This design comes from an exercise in tuning for small area and a short achievable clock period on the open sky130 flow, not from production work. The RTL was checked by simulation tests, not by an equivalence proof against the original design. Power is estimated from default activity; no workload was simulated.

$ cat design.v
package fpu_pkg;
	typedef logic [31:0] float_t;         
	typedef logic signed [31:0] word_t;   
	typedef logic [7:0] exp_t;            
	typedef logic [22:0] frac_t;          
	localparam exp_t EXP_BIAS = 8'd127;
	localparam exp_t EXP_SPECIAL = 8'd255;   
	localparam exp_t EXP_INT_MIN = 8'd150;   
	localparam exp_t EXP_FTOI_MAX = 8'd158;  
	typedef struct packed {
		logic [5:0] op1;  
		logic [4:0] fmt;  
		logic [5:0] op2;  
	} fpu_instr_t;
	localparam logic [5:0] OPC_COP1 = 6'b010001;
	localparam logic [4:0] FMT_S = 5'b10000;
	localparam logic [4:0] FMT_W_TO_S = 5'b00100;  
	localparam logic [4:0] FMT_S_TO_W = 5'b00000;  
	localparam logic [5:0] FN_ABS = 6'd5;
	localparam logic [5:0] FN_NEG = 6'd7;
	localparam logic [5:0] FN_FLOOR = 6'd15;
	localparam logic [5:0] FN_CVT = 6'd0;  
	typedef logic [2:0] op_code_t;
	localparam op_code_t OP_ABS = 3'd0;
	localparam op_code_t OP_NEG = 3'd1;
	localparam op_code_t OP_FLOOR = 3'd2;
	localparam op_code_t OP_FTOI = 3'd3;
	localparam op_code_t OP_ITOF = 3'd4;
	typedef struct packed {
		logic invalid;
		logic div0;     
		logic nan;
		logic ovf;
	} fpu_exc_t;
endpackage
`timescale 1ns/1ns
module fpu_decode (
	input logic [16:0] instr_w,
	output logic is_abs,
	output logic is_neg,
	output logic is_floor,
	output logic is_ftoi,
	output logic is_itof,
	output logic invalid
);
	logic cop1;
	logic fmt_s;
	logic cvt;
	assign cop1 = (instr_w[16:11] == 6'b010001);
	assign fmt_s = (instr_w[10:6] == 5'b10000);
	assign cvt = (instr_w[5:0] == 6'd0);
	assign is_abs = cop1 & fmt_s & (instr_w[5:0] == 6'd5);
	assign is_neg = cop1 & fmt_s & (instr_w[5:0] == 6'd7);
	assign is_floor = cop1 & fmt_s & (instr_w[5:0] == 6'd15);
	assign is_ftoi = cop1 & cvt & (instr_w[10:6] == 5'b00000);
	assign is_itof = cop1 & cvt & (instr_w[10:6] == 5'b00100);
	assign invalid = ~(is_abs | is_neg | is_floor | is_ftoi | is_itof);
endmodule
`timescale 1ns/1ns
module fp_floor (
	input logic [31:0] x,
	output logic [31:0] a,
	output logic cin,
	output logic tiny,           
	output logic neg_one         
);
	logic s;
	logic [7:0] e;
	logic [22:0] f;
	logic is_nan;
	logic [22:0] clr;            
	assign s = x[31];
	assign e = x[30:23];
	assign f = x[22:0];
	assign is_nan = (e == 8'hff) && (f != '0);
	assign tiny = (e < 8'd127);
	assign neg_one = s & (x[30:0] != '0);
	always_comb begin
		for (int i = 0; i < 23; i++) begin
			clr[i] = (e < 8'(150 - i));  
		end
	end
	assign cin = s & (|(f & clr));
	always_comb begin
		a = {s, e, f | {is_nan, 22'd0}};
		for (int i = 0; i < 23; i++) begin
			if (clr[i]) begin
				a[i] = cin;
			end
		end
	end
endmodule
`timescale 1ns/1ns
module fp_to_int (
	input logic [31:0] x,
	output logic [31:0] d,       
	output logic [4:0] r,        
	output logic in_range,       
	output logic min_int,        
	output logic ovf,
	output logic nan
);
	logic s;
	logic [7:0] e;
	logic [22:0] f;
	assign s = x[31];
	assign e = x[30:23];
	assign f = x[22:0];
	assign d = {1'b1, f, 8'd0};
	assign r = 5'(5'd29 - e[4:0]);   
	assign in_range = (e >= 8'd126) && (e <= 8'd157);
	assign nan = (e == 8'hff) && (f != '0);
	assign min_int = s && (e == 8'd158) && (f == '0);
	assign ovf = ((e > 8'd158) && !nan) || ((e == 8'd158) && !(s && (f == '0)));
endmodule
`timescale 1ns/1ns
module int_to_fp (
	input logic [31:0] x,
	input logic [31:0] n,        
	output logic [31:0] d,       
	output logic [4:0] lz,
	output logic [31:0] a,
	output logic cin
);
	logic s;
	logic [31:0] u;
	logic z;
	logic [4:0] lead;
	logic [7:0] e;
	assign s = x[31];
	assign u = x ^ {32{s}};
	always_comb begin
		for (int i = 0; i < 32; i++) begin
			d[i] = u[31 - i];
		end
	end
	logic [15:0] z1;
	logic [15:0] c1;
	logic [7:0] z2;
	logic [1:0] c2 [8];
	logic [3:0] z3;
	logic [2:0] c3 [4];
	logic [1:0] z4;
	logic [3:0] c4 [2];
	always_comb begin
		for (int j = 0; j < 16; j++) begin
			z1[j] = ~(u[2*j+1] | u[2*j]);
			c1[j] = ~u[2*j+1];
		end
		for (int j = 0; j < 8; j++) begin
			z2[j] = z1[2*j+1] & z1[2*j];
			c2[j] = z1[2*j+1] ? {1'b1, c1[2*j]} : {1'b0, c1[2*j+1]};
		end
		for (int j = 0; j < 4; j++) begin
			z3[j] = z2[2*j+1] & z2[2*j];
			c3[j] = z2[2*j+1] ? {1'b1, c2[2*j]} : {1'b0, c2[2*j+1]};
		end
		for (int j = 0; j < 2; j++) begin
			z4[j] = z3[2*j+1] & z3[2*j];
			c4[j] = z3[2*j+1] ? {1'b1, c3[2*j]} : {1'b0, c3[2*j+1]};
		end
	end
	assign z = z4[1] & z4[0];
	assign lz = z4[1] ? {1'b1, c4[0]} : {1'b0, c4[1]};
	assign lead = ~lz;
	assign e = z ? {1'b0, {6{s}}, 1'b0} : (8'd127 + {3'd0, lead});
	assign cin = s ? (n[7] | (n[8] & (&n[6:0])))
		: (n[7] & (n[8] | (|n[6:0])));
	assign a = {s, e, n[30:8]};
endmodule
`timescale 1ns/1ns
module fpu_result (
	input logic clk,
	input logic rst_n,
	input logic is_abs,
	input logic is_neg,
	input logic is_floor,
	input logic is_ftoi,
	input logic is_itof,
	input logic invalid,
	input logic [31:0] x1,
	input logic [31:0] x2,
	input logic [31:0] fl_a,
	input logic fl_cin,
	input logic fl_tiny,
	input logic fl_neg_one,
	input logic [31:0] ft_d,
	input logic [4:0] ft_r,
	input logic ft_in_range,
	input logic ft_min_int,
	input logic ft_ovf,
	input logic ft_nan,
	input logic [31:0] it_d,
	input logic [4:0] it_lz,
	output logic [31:0] it_n,
	input logic [31:0] it_a,
	input logic it_cin,
	output logic [31:0] y,
	output logic [3:0] exc
);
	logic sel_sgn;
	logic sel_fl;
	logic sel_ft;
	logic sel_it;
	logic fl_small;
	logic sh_s;
	logic [31:0] sh_d;
	logic [4:0] sh_r;
	logic [31:0] sh_o;
	logic [31:0] a;
	logic cin;
	logic [3:0] exc_d;
	assign sh_s = is_itof ? x2[31] : x1[31];
	assign sh_d = is_itof ? it_d : (ft_d ^ {32{x1[31]}});
	assign sh_r = is_itof ? it_lz : ft_r;
	logic [31:0] sh_1;
	logic [31:0] sh_2;
	logic [31:0] sh_3;
	logic [31:0] sh_4;
	assign sh_1 = sh_r[4] ? {{16{sh_s}}, sh_d[31:16]} : sh_d;
	assign sh_2 = sh_r[3] ? {{8{sh_s}}, sh_1[31:8]} : sh_1;
	assign sh_3 = sh_r[2] ? {{4{sh_s}}, sh_2[31:4]} : sh_2;
	assign sh_4 = sh_r[1] ? {{2{sh_s}}, sh_3[31:2]} : sh_3;
	assign sh_o = sh_r[0] ? {sh_s, sh_4[31:1]} : sh_4;
	always_comb begin
		for (int i = 0; i < 32; i++) begin
			it_n[i] = sh_o[31 - i];
		end
	end
	assign sel_sgn = rst_n & (is_abs | is_neg);
	assign sel_fl = rst_n & is_floor & ~fl_tiny;
	assign sel_ft = rst_n & is_ftoi & ft_in_range;
	assign sel_it = rst_n & is_itof;
	assign fl_small = rst_n & is_floor & fl_tiny;
	assign a = ({32{sel_sgn}} & {is_neg & ~x1[31], x1[30:0]})
		| ({32{sel_fl}} & fl_a)
		| ({32{sel_ft}} & {x1[31], sh_o[31:1]})
		| ({32{sel_it}} & it_a)
		| {(fl_small & x1[31]) | (rst_n & is_ftoi & ft_min_int), 1'b0, {7{fl_small & fl_neg_one}}, 23'd0};
	assign cin = (sel_fl & fl_cin) | (sel_ft & sh_o[0]) | (sel_it & it_cin);
	assign exc_d = {rst_n & invalid, 1'b0, rst_n & is_ftoi & ft_nan, rst_n & is_ftoi & ft_ovf};
	logic [31:0] a_q;
	logic cin_q;
	always_ff @(posedge clk) begin
		a_q <= a;
		cin_q <= cin;
		exc <= exc_d;
	end
	logic [7:0] grp;             
	logic [7:0] gpre;            
	logic [31:0] pre;            
	always_comb begin
		for (int j = 0; j < 8; j++) begin
			grp[j] = &a_q[4*j +: 4];
		end
		gpre[0] = 1'b1;
		for (int j = 1; j < 8; j++) begin
			gpre[j] = gpre[j-1] & grp[j-1];
		end
		for (int j = 0; j < 8; j++) begin
			pre[4*j] = gpre[j];
			pre[4*j+1] = gpre[j] & a_q[4*j];
			pre[4*j+2] = gpre[j] & a_q[4*j] & a_q[4*j+1];
			pre[4*j+3] = gpre[j] & a_q[4*j] & a_q[4*j+1] & a_q[4*j+2];
		end
	end
	assign y = a_q ^ ({32{cin_q}} & pre);
endmodule
`timescale 1ns/1ns
module fpu_unit (
	input logic clk,
	input logic rst_n,
	input logic [16:0] instr,
	input logic [31:0] x1,    
	input logic signed [31:0] x2,     
	output logic [31:0] y,
	output logic [3:0] exc
);
	logic is_abs, is_neg, is_floor, is_ftoi, is_itof, invalid;
	logic [31:0] fl_a;
	logic fl_cin;
	logic fl_tiny;
	logic fl_neg_one;
	logic [31:0] ft_d;
	logic [4:0] ft_r;
	logic ft_in_range;
	logic ft_min_int;
	logic ft_ovf;
	logic ft_nan;
	logic [31:0] it_d;
	logic [4:0] it_lz;
	logic [31:0] it_n;
	logic [31:0] it_a;
	logic it_cin;
	fpu_decode fpu_decode_i (
		.instr_w  (instr),
		.is_abs   (is_abs),
		.is_neg   (is_neg),
		.is_floor (is_floor),
		.is_ftoi  (is_ftoi),
		.is_itof  (is_itof),
		.invalid  (invalid)
	);
	fp_floor fp_floor_i (
		.x       (x1),
		.a       (fl_a),
		.cin     (fl_cin),
		.tiny    (fl_tiny),
		.neg_one (fl_neg_one)
	);
	fp_to_int fp_to_int_i (
		.x        (x1),
		.d        (ft_d),
		.r        (ft_r),
		.in_range (ft_in_range),
		.min_int  (ft_min_int),
		.ovf      (ft_ovf),
		.nan      (ft_nan)
	);
	int_to_fp int_to_fp_i (
		.x   (x2),
		.n   (it_n),
		.d   (it_d),
		.lz  (it_lz),
		.a   (it_a),
		.cin (it_cin)
	);
	fpu_result fpu_result_i (
		.clk         (clk),
		.rst_n       (rst_n),
		.is_abs      (is_abs),
		.is_neg      (is_neg),
		.is_floor    (is_floor),
		.is_ftoi     (is_ftoi),
		.is_itof     (is_itof),
		.invalid     (invalid),
		.x1          (x1),
		.x2          (x2),
		.fl_a        (fl_a),
		.fl_cin      (fl_cin),
		.fl_tiny     (fl_tiny),
		.fl_neg_one  (fl_neg_one),
		.ft_d        (ft_d),
		.ft_r        (ft_r),
		.ft_in_range (ft_in_range),
		.ft_min_int  (ft_min_int),
		.ft_ovf      (ft_ovf),
		.ft_nan      (ft_nan),
		.it_d        (it_d),
		.it_lz       (it_lz),
		.it_n        (it_n),
		.it_a        (it_a),
		.it_cin      (it_cin),
		.y           (y),
		.exc         (exc)
	);
endmodule
$ cat flow/run.sh
#!/bin/bash
# standard layout, with plain buffers on the ports instead of delay buffers
set -euo pipefail
export BUFFER_PORTS_ARGS="-buffer_cell sky130_fd_sc_hd__buf_1"
bash standard.sh finish > standard.log 2>&1
$ cat standard.sh
#!/bin/bash
# synth_recipe.tcl (not shown) runs the flow's synth.tcl, then flattens the netlist and writes it again
# the make line also repeats each setting of config.mk as NAME=value (left out here)
make -C /OpenROAD-flow-scripts/flow DESIGN_CONFIG=/design/flow/config.mk WORK_HOME=/design/flow/orfs CLKGATE_MAP_FILE= SYNTH_SCRIPT=/design/flow/synth_recipe.tcl "${@:-finish}"
$ cat config.mk
export PLATFORM = sky130hd
export DESIGN_NAME = fpu_unit
export DESIGN_NICKNAME = fpu_unit
export VERILOG_FILES = /design/flow/design.v
export SDC_FILE = /design/flow/constraint.sdc
export NUM_CORES = 4
export LEC_CHECK = 0
export ABC_AREA = 1
export CAP_MARGIN = 20
export CORE_MARGIN = 2
export CORE_UTILIZATION = 40
export CTS_BUF_LIST = sky130_fd_sc_hd__clkbuf_8
export SETUP_SLACK_MARGIN = 3.6
export SLEW_MARGIN = 20
$ cat constraint.sdc
create_clock -name core_clock -period 8.0 [get_ports {clk}]
set_input_delay 1.6000 -clock core_clock [delete_from_list [all_inputs] [get_ports {clk}]]
set_output_delay 1.6000 -clock core_clock [all_outputs]
set_load 0.01 [all_outputs]
==> results of run 1 <==
-- timing repair --
action,in CTS,in global routing
gates resized for setup,20,28
endpoints found under the setup margin,35,36
pin swaps,6,8
setup buffers,3,6
hold buffers,0,0
cloned,1,1
-- sequential cells by signal, summed over array words and instances, names as in the netlist --
name,cells
fpu_result_i.cin_q,1
fpu_result_i.a_q,32
fpu_result_i.exc,3
-- cell usage in the layout (no fill, tap or decap), types with 22 or more instances in the layout --
master / instances
inv_1: 122
xor2_1: 22
a21oi_1: 46
dfxtp_1: 33
nand2_1: 429
o21ai_0: 60
nand2_2: 28
buf_1: 112
nand3_1: 166
xnor2_1: 24
nor2_1: 83
o21ai_1: 28
-- power groups by stage --
stage          sequential (W)  combinational [W]  clock, W
2_1_floorplan        0.000184           0.000291         0
3_3_place_gp         0.000184           0.000378         0
3_5_place_dp         0.000184           0.000379         0
4_1_cts              0.000179           0.000383  0.000143
5_1_grt              0.000179           0.000440  0.000148
6_report             0.000179           0.000396  0.000140
-- per-layer routing --
layer  wire length (um)  vias up  track usage
met5                  0        -            0
met4               1219        0       0.1240
met3               2208       65      0.03679
met2              11110      429       0.4309
met1              11190     3806       0.3749
li1                   -     4325            -
-- area by class of cell --
cell class | instances | area, um2 | share of cell area
inverters | 126 | 491.7 | 0.06499
repair buffers | 129 | 558.0 | 0.07376
diodes | 1 | 2.502 | 0.0003307
flip-flops and latches | 36 | 724.4 | 0.09575
clock buffers | 6 | 82.58 | 0.01091
well taps | 220 | 275.3 | 0.03638
multi-input cells | 1049 | 5424 | 0.7169
clock inverters | 2 | 7.507 | 0.0009922
-- worst paths after layout --
path                      endpoint  slack [ns]  cells past startpoint
max     fpu_result_i.cin_q$_DFF_P_        3.74                     19
min   fpu_result_i.a_q[12]$_DFF_P_        1.58                      3
-- logic make-up (layout without fill, tap and decap cells) --
group           Yosys count  in the layout  share of synthesized area
flops                    36             36                     0.1052
buf+inv                 184            263                     0.1267
mux                       2              2                   0.002922
simple gates            785            786                     0.5144
other cells               1              2                  0.0005473
fa+ha+maj                 5              5                   0.009131
compound gates          207            208                     0.1799
xor+xnor                 47             47                    0.06118
-- stage by stage --
step | instance area (um2) | setup slack, ns
CTS | 7385 | 3.571
detailed placement | 7197 | 2.642
finish | 7566 | 3.737
global placement | 7197 | 2.697
floorplan | 6852 | 4.108
global route | 7566 | 3.508
-- cells in the mapped netlist (4+ instances only) --
| cell type | n | share of area |
|---|---|---|
| nand2_1 | 435 | 0.24 |
| nand3_1 | 167 | 0.12 |
| inv_1 | 121 | 0.066 |
| nor2_1 | 89 | 0.049 |
| o21ai_0 | 60 | 0.044 |
| a21oi_1 | 47 | 0.034 |
| dfxtp_1 | 36 | 0.11 |
| nand2_2 | 28 | 0.026 |
| o21ai_1 | 28 | 0.020 |
| xnor2_1 | 24 | 0.031 |
| a22oi_1 | 23 | 0.025 |
| xor2_1 | 22 | 0.028 |
| buf_2 | 17 | 0.012 |
| buf_6 | 14 | 0.023 |
| nand4_1 | 13 | 0.012 |
| clkbuf_1 | 12 | 0.0066 |
| o211ai_1 | 12 | 0.013 |
| nand3_2 | 11 | 0.016 |
| buf_4 | 10 | 0.011 |
| nor2_2 | 10 | 0.0091 |
| o22ai_1 | 9 | 0.0082 |
| a31oi_1 | 8 | 0.0073 |
| nor3_1 | 7 | 0.0051 |
| nand2_4 | 6 | 0.0099 |
| nor4_1 | 6 | 0.0055 |
| ha_1 | 5 | 0.0091 |
| o2111ai_1 | 5 | 0.0064 |
| buf_1 | 4 | 0.0022 |
| nor2_4 | 4 | 0.0066 |
==> notes.md, run 1 <==
- The flow ran to the end and the layout has no timing, DRC or antenna violations.
- Setup repair after global routing could not meet its margin everywhere.
- For the pin with the worst max-slew slack, the measured transition is between 0.9 and 1 ns.
- Before antenna repair, the detailed router went through 5 iterations.
- Among all flip-flop cells after synthesis, the most frequent one is dfxtp_1.
- The routed via count is 8625.
- Counting the fill cells in the layout gives ~1.9k.
- The count of pins over their slew limit is 0.
- The total overflow left after global routing is 0.
- The count of flip-flops with a built-in enable after synthesis is 0.
- The H-tree generated during clock tree synthesis spans 2 levels.
- The power dissipated by switching net loads is 0.0003516 W.
- The cell at the root of the clock tree is clkbuf_8.
- The count of max-cap constraint violations is 0.
- The layout overhead on the synthesized area is 10.43%.
- The die covers roughly 18000 um2.
- The clock net in this run drives a total of 36 sinks.
- Grouping stages by cell kind, the critical path spends the most delay in simple AND/OR/NAND/NOR gates.
- After detailed routing, the average wire length per cell comes to 16.39 um.
- Counting every instance in the synthesized netlist gives 1267.
- The final-report setup violation count is 0.
- Derived from the worst setup path, the maximum achievable clock frequency is 0.2346 GHz.
- The netlist uses 51 different library cells.
- The number of hold violations in the final report is 0.
- The number of rows created at floorplan is 47.
- Counting tap cells, the placed design contains a total of between 1.5k and 2k instances.
- The power density over the cells is between 90 and 100 nW/um2.
- The effective utilization at floorplan is 0.4117.
- The overall routing resource usage is 0.2749.
- After clock tree synthesis, the clock-pin slew on the worst setup and hold paths is 0.08 ns.
- The buffer and inverter count on the worst path is 5.
- The internal power component is 0.0003642 W.
- The number of nets handed over by synthesis was 1355.
- The sequential share of the synthesized area is 0.1052.
- The share of layout cells above drive strength 1 is 0.09050.
- The type of origin of the critical path is an input pin.
- The via count of the first global-routing pass is 7592.
- The iteration-0 DRC count of the detailed router is 849.
- The worst hold path belongs to the class input pin to register.
- The overall power after layout is between 0.0007 and 0.0008 W.
- In the final timing run, aggregate negative setup slack is 0 ns.
- The total of flip-flops plus latches after synthesis is 36.
- The final layout contains routed wiring with a total length of approximately 26000 um.
- The count of nets left with antenna violations once routing finished came out at 0.
- The final period demand of the worst path is 4.263 ns.
- In this run the standard cell core region covers between 15000 and 20000 um2.
- The cell with the largest stage delay on the worst path is o21ai_0.
- The relative max-transition margin is 0.3358.
- At the end of routability-driven placement, the weighted congestion stood at 1.039.
- The launch point of the critical path is instr[5].
- The maximum number of pins on one net before global-route repair is 42.
- The first global-routing pass estimated 39480 um of wire.
- The part of the total power dissipated in combinational logic is 0.553.
- The Yosys step of the flow raised 6 warnings.
- The share of total power in sequential cells is 0.251.
- Input and output buffers added on the ports amount to around 120.
- The deepest clock path buffer count is 2.
- The worst hold path begins at x1[12].
- The worst setup path is of the input pin to register kind.
- The number of antenna violations at the first check in global routing is 4.
- Among the stages of the critical path, the cell type that occurs most often is o21ai_0.
- Pin placement for this block handled around 120 I/O pins.
- The kind of end point of the critical path is a register.
- The final core utilization is 0.4546.
- The final clock period utilization by the worst path is 0.5329.
- Leaving out filler cells and counting taps, the final layout contains 1569.
- Of the total power, the share spent switching nets is 0.4912.
- For this run, the post-layout net count is approximately 1.4k.
- The floorplan die width is 134.9 um.
- The worst path arrival time is 4.50 ns.
- The TritonCTS clock tree is yes.
- The final hold slack is 1.580 ns.
- The largest fanout on the critical path is 30.
- The cell area after synthesis is about 6900 um2.
- The share of total power dissipated in the clock network is 0.196.
- Detailed placement finished with a half-perimeter wire length of 20330 um.
- Measured along the y axis, the die boundary spans 134.9 um.
- The signal on the critical path passes through buf_1 -> nor2_2 -> inv_1 -> nor2_2 -> nand3_4 -> buf_12 -> inv_8 -> nand3_4 -> nand2_2 -> nor2_4 -> o21ai_0 -> o21ai_0 -> o21ai_0 -> nand3_1 -> nand3_1 -> nand3_1 -> o21ai_0 -> inv_1 -> nand2_1.
- The number of buffers created by CTS is 5.
- Of all flip-flops after synthesis, the portion carrying an async set or reset was 0.
- The largest single stage delay on the critical path is 0.37 ns.
- Dividing the detail-routed via count by the number of cells gives approximately 5.5.
- The critical path required time is 8.23 ns.
- The static leakage power is approximately 3.6 nW.
- VDD sags by at most 0.05876 mV.
- The count of unresolved DRC violations after routing is 0.
- A synthesized cell averages 5.408 um2.
==> inputs of run 2 (changes only) <==
--- a/config.mk
+++ b/config.mk
@@ -10,5 +10,6 @@
 export CORE_MARGIN = 2
 export CORE_UTILIZATION = 40
 export CTS_BUF_LIST = sky130_fd_sc_hd__clkbuf_8
+export GPL_TIMING_DRIVEN = 1
 export SETUP_SLACK_MARGIN = 3.6
 export SLEW_MARGIN = 20
==> notes.md, run 2 <==
- The number of I/O port buffers is 117 (unchanged).
- The gate count of the mapped netlist is 1267 (unchanged).
- The cell area after synthesis is 6852 um2 (unchanged).
- The type of origin of the critical path is an input pin.
- By count the netlist is led by nand2_1 (435), nand3_1 (167), inv_1 (121).
- The worst path arrival time was 4.50 ns (about the same).
- The TritonCTS clock tree is yes.
- The met3 track demand over resource in global routing is 0.03679 (unchanged).
- The number of nets with antenna violations after routing came to 0 (unchanged).
- The total of flip-flops plus latches after synthesis was 36 (unchanged).
- The highest cell delay on the worst timing path is 0.37 ns (about the same).
- The final worst-path setup slack is 3.737 ns (unchanged).
- The number of instances in the placed design was 1549 (unchanged).
- The count of max-cap constraint violations came to 0 (unchanged).
- The number of antenna violations at the first check in global routing is 4 (unchanged).
- The count of boundary I/O pins was 119 (unchanged).
- The effective utilization at floorplan came to 0.4117 (unchanged).
- The critical path required time is 8.23 ns (about the same).
- The final wirelength is 25720 um (unchanged).
- By instance count, the cell type seen most on the critical path is o21ai_0.
- The largest registers in the layout are fpu_result_i.a_q (32), fpu_result_i.exc (3), fpu_result_i.cin_q (1).
- The family of cells with the greatest summed delay on the critical path is simple AND/OR/NAND/NOR gates.
- The maximum number of pins on one net before global-route repair was 42 (unchanged).
- The placeable core region came to 16640 um2 (unchanged).
- The filler cell count in the final layout came to 1927 (unchanged).
- The global-route track usage on met2 is 0.4309 (unchanged).
- The register with the most flip-flops is fpu_result_i.a_q.
- The signal on the critical path passes through buf_1 -> nor2_2 -> inv_1 -> nor2_2 -> nand3_4 -> buf_12 -> inv_8 -> nand3_4 -> nand2_2 -> nor2_4 -> o21ai_0 -> o21ai_0 -> o21ai_0 -> nand3_1 -> nand3_1 -> nand3_1 -> o21ai_0 -> inv_1 -> nand2_1.
- The number of rows created at floorplan is 47 (unchanged).
- The per-cell via count in the routed design is 5.497 (unchanged).
- The number of search-and-repair iterations in the first detailed-routing pass is 5 (unchanged).
- The height of the chip is 134.9 um (unchanged).
- The number of hold violations in the final report is 0 (unchanged).
- Leaving out fill and tap cells, the most frequent cells in the layout are nand2_1 (429), nand3_1 (166), inv_1 (122).
- The final clock period utilization by the worst path is 0.5329 (unchanged).
- The maximum VDD drop is 0.05876 mV (unchanged).
- The number of flip-flops in the largest register is 32 (unchanged).
- The buffer and inverter count on the worst path is 5 (unchanged).
- The final-report setup violation count came to 0 (unchanged).
- The fraction of registers with async set or reset after synthesis is 0 (unchanged).
- The count of pins over their slew limit is 0 (unchanged).
- The overall power after layout came to 0.0007157 W (unchanged).
- The run finished with no timing, DRC or antenna violations.
- The area share of the largest cell type after synthesis is 0.2383 (unchanged).
- The via count of the first global-routing pass is 7592 (unchanged).
- The final period demand of the worst path came to 4.263 ns (unchanged).
- The layout overhead on the synthesized area came to 10.43% (unchanged).
- The iteration-0 DRC count of the detailed router was 849 (unchanged).
- The first-pass GRT wire length is 39480 um (unchanged).
- The net total in the final layout is 1435 (unchanged).
- The post-synthesis area per instance is 5.408 um2 (unchanged).
- The floorplan die width is 134.9 um (unchanged).
- The worst setup path is of the input pin to register kind.
- The post-detailed-route wirelength per cell is 16.39 um (unchanged).
- The sequential share of the synthesized area is 0.1052 (unchanged).
- The cell sitting at the root of the clock tree is a clkbuf_8.
- The clock-pin transition on the worst setup and hold timing paths is 0.08 ns (about the same).
- The largest fanout on the critical path was 30 (unchanged).
- The kind of end point of the critical path is a register.
- The post-cts hold buffer count is 0 (unchanged).
- The number of distinct standard cells referenced by the synthesized netlist is 51 (unchanged).
- The static leakage power is 3.569 nW (unchanged).
- The clock net sink count is 36 (unchanged).
- In the synthesized netlist the dominant register cell turns out to be dfxtp_1.
- The slowest stage of the critical path is the o21ai_0 cell.
- The library cell with the largest summed area after synthesis is nand2_1.
- The count of flip-flops with a built-in enable after synthesis is 0 (unchanged).
- Setup repair after global routing could not meet its margin everywhere.
- The H-tree depth is 2 (unchanged).
- The share of layout cells above drive strength 1 is 0.09050 (unchanged).
- Leaving out fill and tap cells, the most frequent cell in the layout is nand2_1.
- The routed via count was 8625 (unchanged).
- The peak-usage layer in the global routing report is met2.
- Sorting the synthesized cells by area gives the leading types as nand2_1 (24%), nand3_1 (12%), dfxtp_1 (11%).
- The overall routing resource usage is 0.2749 (unchanged).
- The path type of the worst min-delay path is input pin to register.
- The post-place setup slack is 2.642 ns (unchanged).
- The total number of yosys warnings came to 6 (unchanged).
- The final hold slack is 1.580 ns (unchanged).
- The leftover overflow at the end of global routing is 0 (unchanged).
- The setup TNS after final layout is 0 ns (unchanged).
- The die area is 18190 um2 (unchanged).
- The power density over the cells was 94.60 nW/um2 (unchanged).
- The relative max-transition margin came to 0.3358 (unchanged).
- The count of unresolved DRC violations after routing is 0 (unchanged).
- The met1 track demand over resource is 0.3749 (unchanged).
- The number of buffers created by CTS is 5 (unchanged).
- The slew at the pin closest to its max-slew limit is 0.9964 ns (unchanged).
- The final weighted congestion in routability-driven placement is 1.039 (unchanged).
- By instance count, the leading cell after synthesis is nand2_1.
- The highest clock frequency the design can meet is 0.2346 GHz (unchanged).
- The number of non-filler instances in the completed layout is 1569 (unchanged).
- The detailed-placement wirelength estimate is 20330 um (unchanged).
- The deepest clock path buffer count came to 2 (unchanged).
- The net count after synthesis was 1355 (unchanged).
-- run 2: cell counts after synthesis --
No cell type changed its count.
-- run 2: through the flow --
stage / instance area (um2) / utilization
after detailed placement: 7197 / 0.4324
after floorplan: 6852 / -
final: 7566 / 0.4546
after global routing: 7566 / 0.4546
after CTS: 7385 / 0.4437
after global placement: 7197 / 0.4324
-- run 2: cell families (layout without fill, tap and decap cells) --
family | count (synthesis) | after routing | synth area share
and+or+nand+nor | 785 | 786 | 0.5144
AOI/OAI and AO/OA | 207 | 208 | 0.1799
buffers and inverters | 184 | 263 | 0.1267
xor gates and xnor gates | 47 | 47 | 0.06118
DFF | 36 | 36 | 0.1052
adders and majority gates | 5 | 5 | 0.009131
muxes | 2 | 2 | 0.002922
other | 1 | 2 | 0.0005473
-- run 2: area by class of cell --
cell class	instances	area, um2	share of cell area
diodes	1	2.502	0.0003307
clock buffers	6	82.58	0.01091
clock inverters	2	7.507	0.0009922
inverters	126	491.7	0.06499
multi-input cells	1049	5424	0.7169
flip-flops and latches	36	724.4	0.09575
well taps	220	275.3	0.03638
repair buffers	129	558.0	0.07376
-- run 2: where the power goes --
part           internal (W)  switching [W]  leakage (nW)
Sequential         0.000179   0.0000000994         0.292
Clock             0.0000679      0.0000723        0.0538
Combinational      0.000117       0.000279          3.22
-- run 2: worst paths after layout --
kind / cells past startpoint / to / slack (ns) / startpoint
worst min-delay path: 3 / fpu_result_i.a_q[12]$_DFF_P_ / 1.58 / x1[12]
worst max-delay path: 19 / fpu_result_i.cin_q$_DFF_P_ / 3.74 / instr[5]
-- run 2: layer usage --
| layer | routed length, um | vias up |
|---|---|---|
| li1 | - | 4325 |
| met4 | 1219 | 0 |
| met3 | 2208 | 65 |
| met5 | 0 | - |
| met2 | 11110 | 429 |
| met1 | 11190 | 3806 |
-- run 2: repair_timing --
action,CTS,global route
cloned,1,1
setup endpoints to repair,35,36
resized for setup,20,28
buffers inserted,3,6
pin swaps,6,8
==> inputs of run 3 (changes only) <==
--- a/config.mk
+++ b/config.mk
@@ -8,8 +8,7 @@
 export ABC_AREA = 1
 export CAP_MARGIN = 20
 export CORE_MARGIN = 2
-export CORE_UTILIZATION = 40
+export CORE_UTILIZATION = 50
 export CTS_BUF_LIST = sky130_fd_sc_hd__clkbuf_8
-export GPL_TIMING_DRIVEN = 1
 export SETUP_SLACK_MARGIN = 3.6
 export SLEW_MARGIN = 20
==> notes.md, run 3 <==
- The routed via count is 8933 (+3.6%).
- The final wirelength is 26690 um (+3.8%).
- The placeable core region came to 13300 um2 (-20%).
- The share of layout cells above drive strength 1 came to 0.09727 (+0.006769).
- The total non-filler cell area in the finished layout was 7621 um2 (+0.73%).
- Sorting the synthesized cells by area gives the leading types as nand2_1 (24%), nand3_1 (12%), dfxtp_1 (11%).
- The deepest clock path buffer count was 2 (unchanged).
- The run finished with no timing, DRC or antenna violations.
- The total inserted antenna cells was 0 (-1).
- The library cell used most frequently in the layout, excluding fill and tap cells, is nand2_1.
- The critical path in this run is classified as input pin to register.
- The count of flip-flops with a built-in enable after synthesis is 0 (unchanged).
- The final period demand of the worst path came to 4.295 ns (+0.03114 ns).
- The worst setup path is captured at a register.
- The number of distinct standard cells referenced by the synthesized netlist is 51 (unchanged).
- The via count of the first global-routing pass came to 7728 (+1.8%).
- The fraction of registers with async set or reset after synthesis is 0 (unchanged).
- The library cell with the largest summed area after synthesis is nand2_1.
- The die area came to 14660 um2 (-19%).
- The maximum number of pins on one net before global-route repair is 42 (unchanged).
- The worst hold path stage count was 3 (unchanged).
- The cell area after synthesis came to 6852 um2 (unchanged).
- The relative max-transition margin is 0.2920 (-0.04377).
- The number of instances in the placed design was 1505 (-2.8%).
- The type of origin of the critical path is an input pin.
- The number of antenna violations at the first check in global routing is 0 (-4).
- Setup repair after global routing left no endpoint under its margin.
- The gate count of the mapped netlist was 1267 (unchanged).
- The height of the chip was 121.1 um (-10%).
- The highest cell delay on the worst timing path is 0.38 ns (about the same).
- The area occupied by registers was 724.4 um2 (unchanged).
- The highest clock frequency the design can meet was 0.2329 GHz (-0.73%).
- The worst path arrival time is 4.44 ns (-0.06 ns).
- The TritonCTS clock tree is yes.
- The area share of the largest cell type after synthesis is 0.2383 (unchanged).
- The largest fanout on the critical path is 24 (-20%).
- The clock-pin transition on the worst setup and hold timing paths was 0.10 ns (+0.02 ns).
- Traced cell by cell, the critical path runs through buf_1 -> inv_1 -> a21oi_4 -> nor2_2 -> inv_2 -> a21oi_1 -> a31oi_1 -> inv_1 -> nand2_1 -> o2111ai_1 -> nor2_1 -> nand3_1 -> nand2_4 -> nand2_1 -> a22oi_1 -> o211ai_1.
- The floorplan die width was 121.1 um (-10%).
- The H-tree depth is 2 (unchanged).
- The placed instance area was 7142 um2 (-0.76%).
- The number of search-and-repair iterations in the first detailed-routing pass is 7 (+2).
- The maximum VDD drop is 0.06220 mV (+5.8%).
- The final weighted congestion in routability-driven placement is 1.017 (-2.1%).
- The net total in the final layout was 1444 (+0.63%).
- The critical path required time is 8.15 ns (-0.08 ns).
- The number of non-filler instances in the completed layout is 1533 (-2.3%).
- The overall routing resource usage is 0.3536 (+0.07870).
- The number of rows created at floorplan is 42 (-11%).
- The power density over the cells is 97.29 nW/um2 (+2.8%).
- The first-pass GRT wire length came to 40380 um (+2.3%).
- The detailed-placement wirelength estimate came to 20470 um (+0.71%).
- The post-detailed-route wirelength per cell is 17.41 um (+6.2%).
- The effective utilization at floorplan is 0.5153 (+0.1036).
- The total of flip-flops plus latches after synthesis was 36 (unchanged).
- The overall power after layout is 0.0007415 W (+3.6%).
- The post-place setup slack came to 2.662 ns (+0.02041 ns).
- The count of pins over their slew limit is 0 (unchanged).
- The setup TNS after final layout is 0 ns (unchanged).
- The footprint of the multi-input gates is 5470 um2 (+0.85%).
- The iteration-0 DRC count of the detailed router is 887 (+4.5%).
- The clock net sink count is 36 (unchanged).
- The layout overhead on the synthesized area is 11.23%.
- The count of max-cap constraint violations is 0 (unchanged).
- The cell at the root of the clock tree is clkbuf_8.
- The startpoint identified for the worst hold timing path is x1[12].
- In this run the worst hold path is classified as input pin to register.
- In the synthesized netlist, the cells that appear most often are nand2_1 (435), nand3_1 (167), inv_1 (121).
- The count of boundary I/O pins came to 119 (unchanged).
- The number of flip-flops in the largest register is 32 (unchanged).
- The leading register cell type out of synthesis is dfxtp_1.
- Ranked by flip-flop count, first place goes to fpu_result_i.a_q.
- The post-synthesis area per instance is 5.408 um2 (unchanged).
- The count of unresolved DRC violations after routing is 0 (unchanged).
- The filler cell count in the final layout is 1492 (-23%).
- The slew at the pin closest to its max-slew limit was 1.062 ns (+0.06566 ns).
- The endpoint of the worst hold path is fpu_result_i.a_q[12]$_DFF_P_.
- The net count after synthesis is 1355 (unchanged).
- The buffer and inverter count on the worst path came to 4 (-1).
- The per-cell via count in the routed design came to 5.827 (+6.0%).
- The leftover overflow at the end of global routing is 0 (unchanged).
- The final-report setup violation count is 0 (unchanged).
- The family of cells with the greatest summed delay on the critical path is compound AO/OA/AOI/OAI gates.
- The largest registers in the layout are fpu_result_i.a_q (32), fpu_result_i.exc (3), fpu_result_i.cin_q (1).
- The post-cts hold buffer count is 0 (unchanged).
- The number of nets with antenna violations after routing is 0 (unchanged).
- The sequential share of the synthesized area is 0.1052 (unchanged).
- In the layout the commonest cells are nand2_1 (429), nand3_1 (166), inv_1 (120).
- The number of I/O port buffers is 117 (unchanged).
- The number of buffers created by CTS is 5 (unchanged).
- The final clock period utilization by the worst path is 0.5368 (+0.003892).
- The static leakage power is 3.627 nW (+1.6%).
- The final worst-path setup slack is 3.705 ns (-0.03114 ns).
- The most repeated cell in the gate-level netlist after synthesis is nand2_1.
- The slowest stage of the critical path belongs to the cell a22oi_1.
- The number of hold violations in the final report is 0 (unchanged).
- The total number of yosys warnings was 6 (unchanged).
## run 3: cell counts after synthesis
No cell type changed its count.
## run 3: where the power goes
part           internal [W]  switching (W)
clock             0.0000707      0.0000806
sequential         0.000179   0.0000000756
combinational      0.000122       0.000289
## run 3: logic make-up after synthesis
group / synth area share
compound gates: 0.1799
xor+xnor: 0.06118
fa+ha+maj: 0.009131
buf+inv: 0.1267
flops: 0.1052
mux: 0.002922
other cells: 0.0005473
simple gates: 0.5144
## run 3: worst max-delay path by stage
stage,from,to,slack (ns),cells past startpoint
6_report,x1[28],fpu_result_i.a_q[22]$_DFF_P_,3.71,16
2_1_floorplan,fpu_result_i.a_q[1]$_DFF_P_,y[19],4.11,14
5_1_grt,fpu_result_i.a_q[0]$_DFF_P_,y[19],3.54,15
3_3_place_gp,x2[31],fpu_result_i.cin_q$_DFF_P_,2.72,24
4_1_cts,x1[29],fpu_result_i.a_q[0]$_DFF_P_,3.60,16
3_5_place_dp,x2[31],fpu_result_i.cin_q$_DFF_P_,2.66,24
## run 3: cell type report
class / instances / area share
well taps: 176 / 0.02890
inverters: 126 / 0.06403
multi-input cells: 1050 / 0.7178
flip-flops and latches: 36 / 0.09506
repair buffers: 137 / 0.08160
clock buffers: 6 / 0.01084
clock inverters: 2 / 0.001806
## run 3: metrics by stage
| step | utilization | hold slack (ns) |
|---|---|---|
| final | 0.5732 | 1.567 |
| after global routing | 0.5732 | 1.598 |
| after CTS | 0.5535 | 1.567 |
| after detailed placement | 0.5372 | 1.887 |
| after global placement | 0.5372 | 1.885 |
| after floorplan | - | 1.744 |
## run 3: what timing repair did
item | in CTS | in global routing
cloned | 2 | 1
setup endpoints to repair | 36 | 32
pin swaps | 3 | 6
hold endpoints to repair | 0 | 0
buffers inserted | 4 | 13
resized for setup | 18 | 39
## run 3: metal layers
layer  global-route usage  routed length, um
met5                    0                  0
met4               0.1374               1206
met3              0.03524               2406
met2               0.5720              11880
met1               0.4826              11200
==> inputs of run 4 (changes only) <==
--- a/config.mk
+++ b/config.mk
@@ -8,7 +8,7 @@
 export ABC_AREA = 1
 export CAP_MARGIN = 20
 export CORE_MARGIN = 2
-export CORE_UTILIZATION = 50
+export CORE_UTILIZATION = 30
 export CTS_BUF_LIST = sky130_fd_sc_hd__clkbuf_8
 export SETUP_SLACK_MARGIN = 3.6
 export SLEW_MARGIN = 20
==> notes.md, run 4 <==
- The flow ran to the end and the layout has no timing, DRC or antenna violations.
- The relative max-transition margin is 0.2268 (-0.06517).
- The final-report setup violation count is 0 (unchanged).
- The filler cell count in the final layout is 2592 (+74%).
- The height of the chip is 155.1 um (+28%).
- The effective utilization at floorplan is 0.3045 (-0.2109).
- The final clock period utilization by the worst path came to 0.5301 (-0.006711).
- The area share of the largest cell type after synthesis came to 0.2383 (unchanged).
- The gate count of the mapped netlist is 1267 (unchanged).
- The post-synthesis area per instance is 5.408 um2 (unchanged).
- The number of buffers created by CTS came to 5 (unchanged).
- In this run the worst hold path is classified as input pin to register.
- The deepest clock path buffer count is 2 (unchanged).
- The number of antenna violations at the first check in global routing is 1 (+1).
- Sorting the synthesized cells by area gives the leading types as nand2_1 (24%), nand3_1 (12%), dfxtp_1 (11%).
- The share of layout cells above drive strength 1 is 0.09361 (-0.003663).
- The leftover overflow at the end of global routing was 0 (unchanged).
- The number of search-and-repair iterations in the first detailed-routing pass is 8 (+1).
- The library cells used most frequently in the layout, excluding fill and tap cells, are nand2_1 (428), nand3_1 (166), inv_1 (120).
- The placeable core region is 22500 um2 (+69%).
- The net count after synthesis is 1355 (unchanged).
- The slew at the pin closest to its max-slew limit is 1.145 ns (+0.08278 ns).
- The post-detailed-route wirelength per cell is 16.35 um (-6.1%).
- The final wirelength is 26660 um (-0.12%).
- The per-cell via count in the routed design is 5.406 (-7.2%).
- The library cell used most frequently in the layout, excluding fill and tap cells, is nand2_1.
- The maximum VDD drop is 0.05883 mV (-5.4%).
- The number of flip-flops in the largest register is 32 (unchanged).
- The floorplan die width is 155.1 um (+28%).
- The total number of yosys warnings came to 6 (unchanged).
- For this run, the leading register cell type out of synthesis is dfxtp_1.
- The cell area after synthesis is 6852 um2 (unchanged).
- The number of rows created at floorplan was 55 (+31%).
- The most repeated cell in the gate-level netlist after synthesis is nand2_1.
- The final hold slack is 1.592 ns (+0.02532 ns).
- The largest registers in the layout are fpu_result_i.a_q (32), fpu_result_i.exc (3), fpu_result_i.cin_q (1).
- The commonest cells after synthesis are nand2_1 (435), nand3_1 (167), inv_1 (121).
- The maximum number of pins on one net before global-route repair came to 42 (unchanged).
- The total inserted antenna cells came to 0 (unchanged).
- The count of boundary I/O pins is 119 (unchanged).
- The sequential share of the synthesized area was 0.1052 (unchanged).
- The fraction of registers with async set or reset after synthesis came to 0 (unchanged).
- The library cell with the largest summed area after synthesis is nand2_1.
- The routed via count is 8817 (-1.3%).
- The largest fanout on the critical path was 18 (-25%).
- The power density over the cells came to 97.94 nW/um2 (+0.66%).
- The net total in the final layout is 1433 (-0.76%).
- The layout overhead on the synthesized area is 12.45%.
- The final weighted congestion in routability-driven placement is 1.058 (+4.1%).
- The clock-pin transition on the worst setup and hold timing paths is 0.11 ns (about the same).
- The first-pass GRT wire length was 41360 um (+2.4%).
- The die area is 24060 um2 (+64%).
- STA classifies the critical path startpoint as an input pin.
- The worst setup path is captured at a register.
- The register with the most flip-flops is fpu_result_i.a_q.
- The count of max-cap constraint violations is 0 (unchanged).
- The clock net sink count came to 36 (unchanged).
- The iteration-0 DRC count of the detailed router is 976 (+10%).
- The static leakage power was 3.583 nW (-1.2%).
- The number of nets with antenna violations after routing is 0 (unchanged).
- The number of I/O port buffers is 117 (unchanged).
- The overall routing resource usage came to 0.2154 (-0.1382).
- The highest clock frequency the design can meet is 0.2358 GHz (+1.3%).
- The number of hold violations in the final report is 0 (unchanged).
- The H-tree depth is 2 (unchanged).
- The final period demand of the worst path is 4.241 ns (-0.05369 ns).
- TritonCTS built the clock tree.
- Setup repair after global routing could not meet its margin everywhere.
- The count of pins over their slew limit came to 0 (unchanged).
- The total of flip-flops plus latches after synthesis was 36 (unchanged).
- The detailed-placement wirelength estimate is 21310 um (+4.1%).
- The count of unresolved DRC violations after routing was 0 (unchanged).
- The critical path is of the input pin to register type.
- The count of flip-flops with a built-in enable after synthesis came to 0 (unchanged).
- The setup TNS after final layout is 0 ns (unchanged).
- The via count of the first global-routing pass is 7988 (+3.4%).
- The worst path arrival time was 4.51 ns (+0.07 ns).
- The critical path required time was 8.27 ns (+0.12 ns).
- The cell at the root of the clock tree is clkbuf_8.
- The overall power after layout is 0.0007546 W (+1.8%).
- The number of distinct standard cells referenced by the synthesized netlist was 51 (unchanged).
-- run 4: repair_timing --
item / in CTS / in global routing
gates resized for setup: 18 / 38
setup endpoints to repair: 38 / 33
gates cloned: 1 / 1
pin swaps: 4 / 8
setup buffers: 2 / 6
hold buffers: 0 / 0
-- run 4: critical path: stages --
cell	delay, ns
buf_1	0.69
inv_1	0.24
nand2_4	0.23
o21ai_4	0.16
nand3_4	0.22
nand2_1	0.15
nand2_1	0.13
nand3_2	0.10
nand3_1	0.15
nand3_1	0.09
nand2_1	0.21
nand2_1	0.07
nor2_1	0.15
nand2_1	0.07
a21oi_1	0.13
nand2_1	0.06
nand2_1	0.05
-- run 4: path summary, 6_finish.rpt --
kind                    from                          end  slack (ns)  depth (start not counted)
worst max-delay path  x1[31]   fpu_result_i.cin_q$_DFF_P_        3.76                         17
worst min-delay path   rst_n  fpu_result_i.exc[1]$_DFF_P_        1.59                          3
-- run 4: where the power goes --
part	leakage (nW)	internal (W)	switching [W]
Sequential	0.293	0.000179	0.0000000882
Combinational	3.24	0.000120	0.000282
Clock	0.0541	0.0000925	0.0000812
Total	3.58	0.000392	0.000363
-- run 4: layout make-up --
type | count | area, um2 | area share
well taps | 285 | 356.6 | 0.04628
inverters | 126 | 485.5 | 0.06301
clock inverters | 3 | 42.54 | 0.005521
flip-flops and latches | 36 | 728.2 | 0.09451
repair buffers | 127 | 554.3 | 0.07194
multi-input cells | 1049 | 5469 | 0.7098
clock buffers | 5 | 68.82 | 0.008931
-- run 4: logic make-up (layout without fill, tap and decap cells) --
logic type	Yosys count	in the layout	share of synthesized area
buf+inv	184	261	0.1267
other cells	1	1	0.0005473
mux	2	2	0.002922
compound gates	207	208	0.1799
fa+ha+maj	5	5	0.009131
simple gates	785	786	0.5144
flops	36	36	0.1052
xor+xnor	47	47	0.06118
-- run 4: layer usage --
layer,global-route usage,vias to the layer above,routed length [um]
met5,0,-,0
met4,0.09744,0,1475
met3,0.03760,90,2229
met2,0.3403,437,11420
met1,0.2865,3973,11540
li1,-,4317,-
-- run 4: stage by stage --
step,area [um2],worst slack (ns),util,std cells
CTS,7473,3.602,0.3321,1624
floorplan,6852,4.108,-,1267
finish,7705,3.759,0.3424,1631
global placement,7271,2.609,0.3231,1613
global route,7705,3.479,0.3424,1631
detailed placement,7273,2.583,0.3232,1613
==> inputs of run 5 (changes only) <==
--- a/config.mk
+++ b/config.mk
@@ -8,7 +8,7 @@
 export ABC_AREA = 1
 export CAP_MARGIN = 20
 export CORE_MARGIN = 2
-export CORE_UTILIZATION = 30
+export CORE_UTILIZATION = 35
 export CTS_BUF_LIST = sky130_fd_sc_hd__clkbuf_8
 export SETUP_SLACK_MARGIN = 3.6
 export SLEW_MARGIN = 20
==> notes.md, run 5 <==
- The flow ran to the end and the layout has no timing, DRC or antenna violations.
- The final period demand of the worst path was 4.181 ns (-0.06012 ns).
- The library cell with the largest summed area after synthesis is nand2_1.
- The clock-pin transition on the worst setup and hold timing paths is 0.09 ns (-0.02 ns).
- The final-report setup violation count was 0 (unchanged).
- The post-detailed-route wirelength per cell is 16.16 um (-1.1%).
- The fraction of registers with async set or reset after synthesis is 0 (unchanged).
- The number of rows created at floorplan is 51 (-7.3%).
- The gate count of the mapped netlist came to 1267 (unchanged).
- The count of flip-flops with a built-in enable after synthesis was 0 (unchanged).
- The share of layout cells above drive strength 1 is 0.09682 (+0.003211).
- The number of hold violations in the final report is 0 (unchanged).
- The cell area after synthesis is 6852 um2 (unchanged).
- The setup TNS after final layout is 0 ns (unchanged).
- The clock net sink count came to 36 (unchanged).
- The type of origin of the critical path is a register.
- Setup repair after global routing could not meet its margin everywhere.
- The total number of yosys warnings came to 6 (unchanged).
- The sum of met3 wire segment lengths after detailed routing is 2269 um (+1.8%).
- The highest clock frequency the design can meet is 0.2392 GHz (+1.4%).
- The highest cell delay on the worst timing path is 0.35 ns (-0.34 ns).
- The uppermost layer routed is met4.
- The post-cts hold buffer count is 0 (unchanged).
- The total inserted antenna cells is 0 (unchanged).
- More flip-flops sit in one register than any other, and that register is fpu_result_i.a_q.
- For this design, the slowest cell found on the critical path is dfxtp_2.
- The net count after synthesis came to 1355 (unchanged).
- In this design, the largest share of critical-path delay is due to simple AND/OR/NAND/NOR gates.
- The met2 routed wirelength is 10930 um (-4.3%).
- The number of search-and-repair iterations in the first detailed-routing pass is 6 (-2).
- The net total in the final layout is 1440 (+0.49%).
- The number of distinct standard cells referenced by the synthesized netlist was 51 (unchanged).
- The count of max-cap constraint violations was 0 (unchanged).
- The number of I/O port buffers is 117 (unchanged).
- The per-cell via count in the routed design came to 5.364 (-0.77%).
- The mux contribution to synthesized area is 0.002922 (unchanged).
- The buffer and inverter count on the worst path is 1 (-1).
- The count of pins over their slew limit was 0 (unchanged).
- The number of antenna violations at the first check in global routing came to 0 (-1).
- The H-tree depth is 2 (unchanged).
- The fraction of the mapped netlist area in adder cells is 0.009131 (unchanged).
- The maximum number of pins on one net before global-route repair is 42 (unchanged).
- STA classifies the critical path endpoint as a primary output.
- The largest fanout on the critical path is 3 (-15).
- The relative max-transition margin is 0.3663 (+0.1395).
- The placeable core region is 19330 um2 (-14%).
- The basic-gate share of the synthesized area counting and, or, nand and nor cells came to 0.5144 (unchanged).
- The leading register cell type out of synthesis is dfxtp_1.
- The count of boundary I/O pins is 119 (unchanged).
- The height of the chip came to 143.9 um (-7.2%).
- The first-pass GRT wire length was 40370 um (-2.4%).
- The number of flip-flops in the largest register is 32 (unchanged).
- The via count of the first global-routing pass is 7832 (-2.0%).
- The count of unresolved DRC violations after routing is 0 (unchanged).
- The routed length on met1 is 11290 um (-2.1%).
- The post-synthesis area per instance is 5.408 um2 (unchanged).
- By count the netlist is led by nand2_1 (435), nand3_1 (167), inv_1 (121).
- The final weighted congestion in routability-driven placement is 1.007 (-4.8%).
- The worst hold path belongs to the class input pin to register.
- The total of flip-flops plus latches after synthesis is 36 (unchanged).
- The routed via count is 8679 (-1.6%).
- The iteration-0 DRC count of the detailed router is 965 (-1.1%).
- The worst path arrival time is 2.58 ns (-1.93 ns).
- Compared with the post-synthesis result, the final layout area differs by 12.73%.
- The critical path is of the register to primary output type.
- The synthesized-area fraction occupied by ao, oa, aoi and oai cells is 0.1799 (unchanged).
- The slew at the pin closest to its max-slew limit was 0.9505 ns (-0.1943 ns).
- The power density over the cells is 99.55 nW/um2 (+1.6%).
- The sequential share of the synthesized area is 0.1052 (unchanged).
- The critical path required time is 6.40 ns (-1.87 ns).
- Yosys attributes the largest share of cell area to nand2_1 (24%), nand3_1 (12%), dfxtp_1 (11%).
- The final hold slack was 1.593 ns (+0.0005800 ns).
- The deepest clock path buffer count is 2 (unchanged).
- The maximum VDD drop was 0.08627 mV (+47%).
- Walking the worst path, the cells encountered are nand2_1 -> nor2_4 -> nand4_1 -> nor2_2 -> nand2_1 -> nor2_4 -> nand3_2 -> nor2_4 -> nand2_2 -> nor3_4 -> nand2_2 -> nor2_2 -> nand2_1 -> xnor2_1 -> buf_2.
- The largest registers in the layout are fpu_result_i.a_q (32), fpu_result_i.exc (3), fpu_result_i.cin_q (1).
- The cell at the root of the clock tree is clkbuf_8.
- The number of buffers created by CTS is 5 (unchanged).
- The filler cell count in the final layout is 2203 (-15%).
- The synthesized-area fraction occupied by xor and xnor cells is 0.06118 (unchanged).
- TritonCTS built the clock tree.
- The detailed-placement wirelength estimate is 20860 um (-2.1%).
- The number of nets with antenna violations after routing was 0 (unchanged).
- Leaving out fill and tap cells, the most frequent cell in the layout is nand2_1.
- The die area was 20710 um2 (-14%).
- The final clock period utilization by the worst path is 0.5226 (-0.007515).
- In the layout the commonest cells are nand2_1 (430), nand3_1 (166), inv_1 (120).
- The final core utilization is 0.3995 (+0.05707).
- The static leakage power is 3.637 nW (+1.5%).
- The leftover overflow at the end of global routing was 0 (unchanged).
- The effective utilization at floorplan came to 0.3544 (+0.04989).
- Yosys instantiated no cell more often than nand2_1.
- The overall routing resource usage is 0.2493 (+0.03386).
- The floorplan die width is 143.9 um (-7.2%).
- The final wirelength is 26150 um (-1.9%).
- The area share of the largest cell type after synthesis is 0.2383 (unchanged).
- The largest family of logic cells by synthesized area is simple AND/OR/NAND/NOR gates.
-- run 5: final timing paths --
path,slack (ns),cells past startpoint,from,endpoint
setup / recovery,3.82,15,fpu_result_i.a_q[2]$_DFF_P_,y[19]
hold / removal,1.59,3,x1[12],fpu_result_i.a_q[12]$_DFF_P_
-- run 5: cells by family (layout without fill, tap and decap cells) --
group           Yosys count  count (layout)
buf+inv                 184             268
xor+xnor                 47              47
fa+ha+maj                 5               5
other cells               1               1
flops                    36              36
compound gates          207             208
mux                       2               2
simple gates            785             786
-- run 5: routing by layer --
layer | global-route usage | up-vias
met2 | 0.3830 | 414
met5 | 0 | -
met4 | 0.1347 | 0
li1 | - | 4331
met1 | 0.3353 | 3851
met3 | 0.03599 | 83
-- run 5: stage by stage --
step	power [W]	worst slack, ns	instance area (um2)	instances
4_1_cts	0.0007499	3.584	7456	1604
3_3_place_gp	0.0005631	2.626	7253	1594
6_report	0.0007689	3.819	7724	1618
2_1_floorplan	0.0004747	4.108	6852	1267
5_1_grt	0.0008225	3.556	7724	1618
3_5_place_dp	0.0005650	2.587	7253	1594
-- run 5: where the power goes --
part / total [W] / internal, W / switching [W]
Clock: 0.000186 / 0.000110 / 0.0000756
Sequential: 0.000179 / 0.000179 / 0.000000128
Combinational: 0.000404 / 0.000121 / 0.000283
-- run 5: tightest hold or removal path, stage by stage --
cell	delay (ns)
buf_1	0.09
a22oi_1	0.09
nand3_1	0.07
-- run 5: layout make-up --
| class | count | area, um2 | area share |
|---|---|---|---|
| clock inverters | 1 | 30.03 | 0.003888 |
| repair buffers | 134 | 601.8 | 0.07792 |
| inverters | 126 | 485.5 | 0.06285 |
| multi-input cells | 1049 | 5450 | 0.7057 |
| well taps | 265 | 331.6 | 0.04293 |
| clock buffers | 7 | 96.34 | 0.01247 |
| flip-flops and latches | 36 | 728.2 | 0.09428 |
-- run 5: timing repair --
action | CTS | global route
pin swaps | 2 | 8
endpoints found under the setup margin | 36 | 35
gates resized for setup | 17 | 40
buffers inserted | 1 | 13
cloned | 1 | 1
==> inputs of run 6 (changes only) <==
--- a/config.mk
+++ b/config.mk
@@ -10,5 +10,6 @@
 export CORE_MARGIN = 2
 export CORE_UTILIZATION = 35
 export CTS_BUF_LIST = sky130_fd_sc_hd__clkbuf_8
+export PLACE_DENSITY = 0.75
 export SETUP_SLACK_MARGIN = 3.6
 export SLEW_MARGIN = 20
==> notes.md, run 6 <==
- The via count of the first global-routing pass came to 7834 (+0.026%).
- The fraction of the mapped netlist area in adder cells is 0.009131 (unchanged).
- The relative max-transition margin is 0.2912 (-0.07511).
- The per-cell via count in the routed design is 5.456 (+1.7%).
- The setup TNS after final layout is 0 ns (unchanged).
- The detailed-placement wirelength estimate came to 21010 um (+0.71%).
- The final-report setup violation count is 0 (unchanged).
- The clock net sink count is 36 (unchanged).
- The maximum VDD drop came to 0.08717 mV (+1.0%).
- The number of nets with antenna violations after routing is 0 (unchanged).
- The commonest non-fill, non-tap cell in the layout is nand2_1.
- The net count after synthesis was 1355 (unchanged).
- The path type of the worst min-delay path is input pin to register.
- The clock-pin transition on the worst setup and hold timing paths was 0.11 ns (+0.02 ns).
- The leftover overflow at the end of global routing came to 0 (unchanged).
- The cell area after synthesis is 6852 um2 (unchanged).
- The slew at the pin closest to its max-slew limit is 1.063 ns (+0.1127 ns).
- The number of buffers created by CTS was 5 (unchanged).
- The H-tree depth came to 2 (unchanged).
- More flip-flops sit in one register than any other, and that register is fpu_result_i.a_q.
- The final clock period utilization by the worst path was 0.5243 (+0.001659).
- The footprint of the multi-input gates is 5485 um2 (+0.64%).
- The post-cts hold buffer count is 0 (unchanged).
- The count of max-cap constraint violations is 0 (unchanged).
- The total number of yosys warnings is 6 (unchanged).
- The height of the chip came to 143.9 um (unchanged).
- The leading register cell type out of synthesis is dfxtp_1.
- The count of unresolved DRC violations after routing came to 0 (unchanged).
- The iteration-0 DRC count of the detailed router came to 850 (-12%).
- In the layout the commonest cells are nand2_1 (426), nand3_1 (166), inv_1 (120).
- The largest individual stage delay along the critical path comes from the cell dfxtp_2.
- Traced cell by cell, the critical path runs through nand2_2 -> nor2_4 -> nand4_1 -> nor2_4 -> nand2_1 -> nor2_4 -> nand3_2 -> nor2_2 -> nand2_2 -> nor3_4 -> nand2_2 -> nor2_2 -> nand2_1 -> xnor2_1 -> buf_2.
- The highest clock frequency the design can meet is 0.2384 GHz (-0.32%).
- The number of distinct standard cells referenced by the synthesized netlist is 51 (unchanged).
- The post-synthesis area per instance is 5.408 um2 (unchanged).
- The area occupied by registers is 725.7 um2 (-0.34%).
- The count of boundary I/O pins is 119 (unchanged).
- The area growth from synthesis to layout is 13.08%.
- The startpoint identified for the worst hold timing path is x1[12].
- The power density over the cells is 98.10 nW/um2 (-1.4%).
- Setup repair after global routing could not meet its margin everywhere.
- The effective utilization at floorplan is 0.3544 (unchanged).
- The sequential share of the synthesized area is 0.1052 (unchanged).
- The number of search-and-repair iterations in the first detailed-routing pass was 6 (unchanged).
- The share of layout cells above drive strength 1 is 0.1027 (+0.005913).
- By instance count, the leading cell after synthesis is nand2_1.
- The largest family of logic cells by synthesized area is simple AND/OR/NAND/NOR gates.
- The critical path required time is 6.40 ns (about the same).
- The area share of the largest cell type after synthesis is 0.2383 (unchanged).
- STA classifies the critical path startpoint as a register.
- In this run the worst setup path begins at fpu_result_i.a_q[0]$_DFF_P_.
- The largest registers in the layout are fpu_result_i.a_q (32), fpu_result_i.exc (3), fpu_result_i.cin_q (1).
- The tree is rooted in a clkbuf_8.
- The number of rows created at floorplan is 51 (unchanged).
- The final weighted congestion in routability-driven placement came to 1.075 (+6.8%).
- The worst path arrival time is 2.59 ns (about the same).
- The basic-gate share of the synthesized area counting and, or, nand and nor cells is 0.5144 (unchanged).
- The synthesized-area fraction occupied by ao, oa, aoi and oai cells is 0.1799 (unchanged).
- The gate count of the mapped netlist is 1267 (unchanged).
- The final wirelength is 26470 um (+1.2%).
- By count the netlist is led by nand2_1 (435), nand3_1 (167), inv_1 (121).
- The buffer and inverter count on the worst path is 1 (unchanged).
- The post-detailed-route wirelength per cell was 16.36 um (+1.2%).
- The number of I/O port buffers is 117 (unchanged).
- The die area is 20710 um2 (unchanged).
- In the post-synthesis netlist, the biggest area contributors are nand2_1 (24%), nand3_1 (12%), dfxtp_1 (11%).
- The number of hold violations in the final report is 0 (unchanged).
- The highest cell delay on the worst timing path was 0.36 ns (about the same).
- The largest fanout on the critical path is 4 (+1).
- The biggest area contributor in the post-synthesis netlist is nand2_1.
- The first-pass GRT wire length is 40500 um (+0.32%).
- The floorplan die width was 143.9 um (unchanged).
- The final period demand of the worst path is 4.194 ns (+0.01327 ns).
- The mux contribution to synthesized area came to 0.002922 (unchanged).
- The placed instance area is 7256 um2 (about the same).
- The net total in the final layout is 1440 (unchanged).
- The worst setup path is of the register to primary output kind.
- The overall routing resource usage came to 0.2505 (+0.001258).
- The filler cell count in the final layout was 2148 (-2.5%).
- The count of pins over their slew limit is 0 (unchanged).
- The placeable core region is 19330 um2 (unchanged).
- The number of flip-flops in the largest register is 32 (unchanged).
- The count of flip-flops with a built-in enable after synthesis is 0 (unchanged).
- The routed via count is 8828 (+1.7%).
- TritonCTS built the clock tree.
- The total non-filler cell area in the finished layout is 7747 um2 (+0.31%).
- The synthesized-area fraction occupied by xor and xnor cells is 0.06118 (unchanged).
- The fraction of registers with async set or reset after synthesis was 0 (unchanged).
- The static leakage power is 3.631 nW (-0.18%).
- The family of cells with the greatest summed delay on the critical path is simple AND/OR/NAND/NOR gates.
- The total of flip-flops plus latches after synthesis is 36 (unchanged).
- The number of antenna violations at the first check in global routing was 0 (unchanged).
- The run finished with no timing, DRC or antenna violations.
- STA classifies the critical path endpoint as a primary output.
- The deepest clock path buffer count was 2 (unchanged).
- The maximum number of pins on one net before global-route repair came to 42 (unchanged).
- The total inserted antenna cells is 0 (unchanged).
==> run 6: stage by stage <==
step / total power (W) / std cells / worst slack (ns) / hold slack [ns] / utilization
2_1_floorplan: 0.0004747 / 1267 / 4.108 / 1.744 / -
3_3_place_gp: 0.0005616 / 1593 / 2.684 / 1.885 / 0.3747
3_5_place_dp: 0.0005630 / 1593 / 2.655 / 1.889 / 0.3753
4_1_cts: 0.0007351 / 1606 / 3.516 / 1.592 / 0.3863
5_1_grt: 0.0008081 / 1618 / 3.534 / 1.622 / 0.4007
6_report: 0.0007601 / 1618 / 3.806 / 1.598 / 0.4007
==> run 6: cell families (layout without fill, tap and decap cells) <==
kind of cell	Yosys count	after routing
other cells	1	1
xor+xnor	47	47
compound gates	207	208
simple gates	785	787
buf+inv	184	267
flops	36	36
mux	2	2
fa+ha+maj	5	5
==> run 6: power by group <==
group          switching [W]  internal [W]
registers        0.000000101      0.000179
logic               0.000284      0.000123
clock network      0.0000814     0.0000925
total               0.000365      0.000395
==> run 6: cell type report <==
cell class | instances | share of cell area
Clock buffer | 5 | 0.008882
Clock inverter | 3 | 0.005491
Inverter | 126 | 0.06331
Multi-Input combinational cell | 1050 | 0.7080
Sequential cell | 36 | 0.09367
Tap cell | 265 | 0.04280
Timing Repair Buffer | 133 | 0.07784
==> run 6: routing by layer <==
metal / vias to the layer above / part of all wire / track usage
met1: 3968 / 0.42 / 0.3333
met2: 448 / 0.44 / 0.4048
met4: 0 / 0.045 / 0.09701
li1: 4338 / - / -
met5: - / 0 / 0
met3: 74 / 0.093 / 0.04065
==> run 6: repair_timing <==
| item | CTS | global route |
|---|---|---|
| gates resized for setup | 18 | 42 |
| gates cloned | 2 | 1 |
| setup buffers | 3 | 11 |
| pin swaps | 5 | 7 |
| setup endpoints to repair | 38 | 36 |
==> run 6: worst paths after layout <==
kind | end | slack (ns) | depth (start not counted)
worst max-delay path | y[19] | 3.81 | 15
worst min-delay path | fpu_result_i.a_q[12]$_DFF_P_ | 1.60 | 3
==> run 6: worst min-delay path: cells and delay by family <==
kind	cells	cell delay, ns
simple gates	1	0.06
compound gates	1	0.09
buf+inv	1	0.10

==> port drivers added, routing unchanged <==
The results above use ideal ports. As a check the final layouts listed here were re-extracted and re-timed, cells and wires unchanged.
Step 1 (the two cells are an assumption about what drives the block):
set clk [get_ports {clk}]
set_driving_cell -lib_cell sky130_fd_sc_hd__clkbuf_16 $clk
set_driving_cell -lib_cell sky130_fd_sc_hd__buf_2 [delete_from_list [all_inputs] $clk]
Step 2 adds t to the input delays and takes it off the output delays; t is the mean of the earliest and latest rising clock arrival at the registers after step 1. Input paths then give back, and output paths get back, about the clock's delay inside the block.
Slacks: ideal ports / drivers / drivers and shift; pairs: ideal ports / drivers.
run	shift t [ns]	slack for setup (ns)	slew at the worst register clock pin (ns)
run 1	0.337	3.737 / 3.753 / 3.416	0.10 / 0.10
run 2	0.337	3.737 / 3.753 / 3.416	0.10 / 0.10
run 3	0.333	3.705 / 3.708 / 3.375	0.10 / 0.10
run 4	0.345	3.759 / 3.762 / 3.421	0.11 / 0.11
run 5	0.332	3.819 / 3.786 / 3.551	0.11 / 0.11
run 6	0.341	3.806 / 3.772 / 3.498	0.11 / 0.11
After both steps setup and hold are still met in every run listed. For run 4, which loses most, drivers alone change the setup slack by +0.003 ns; drivers and shift together by -0.338 ns.
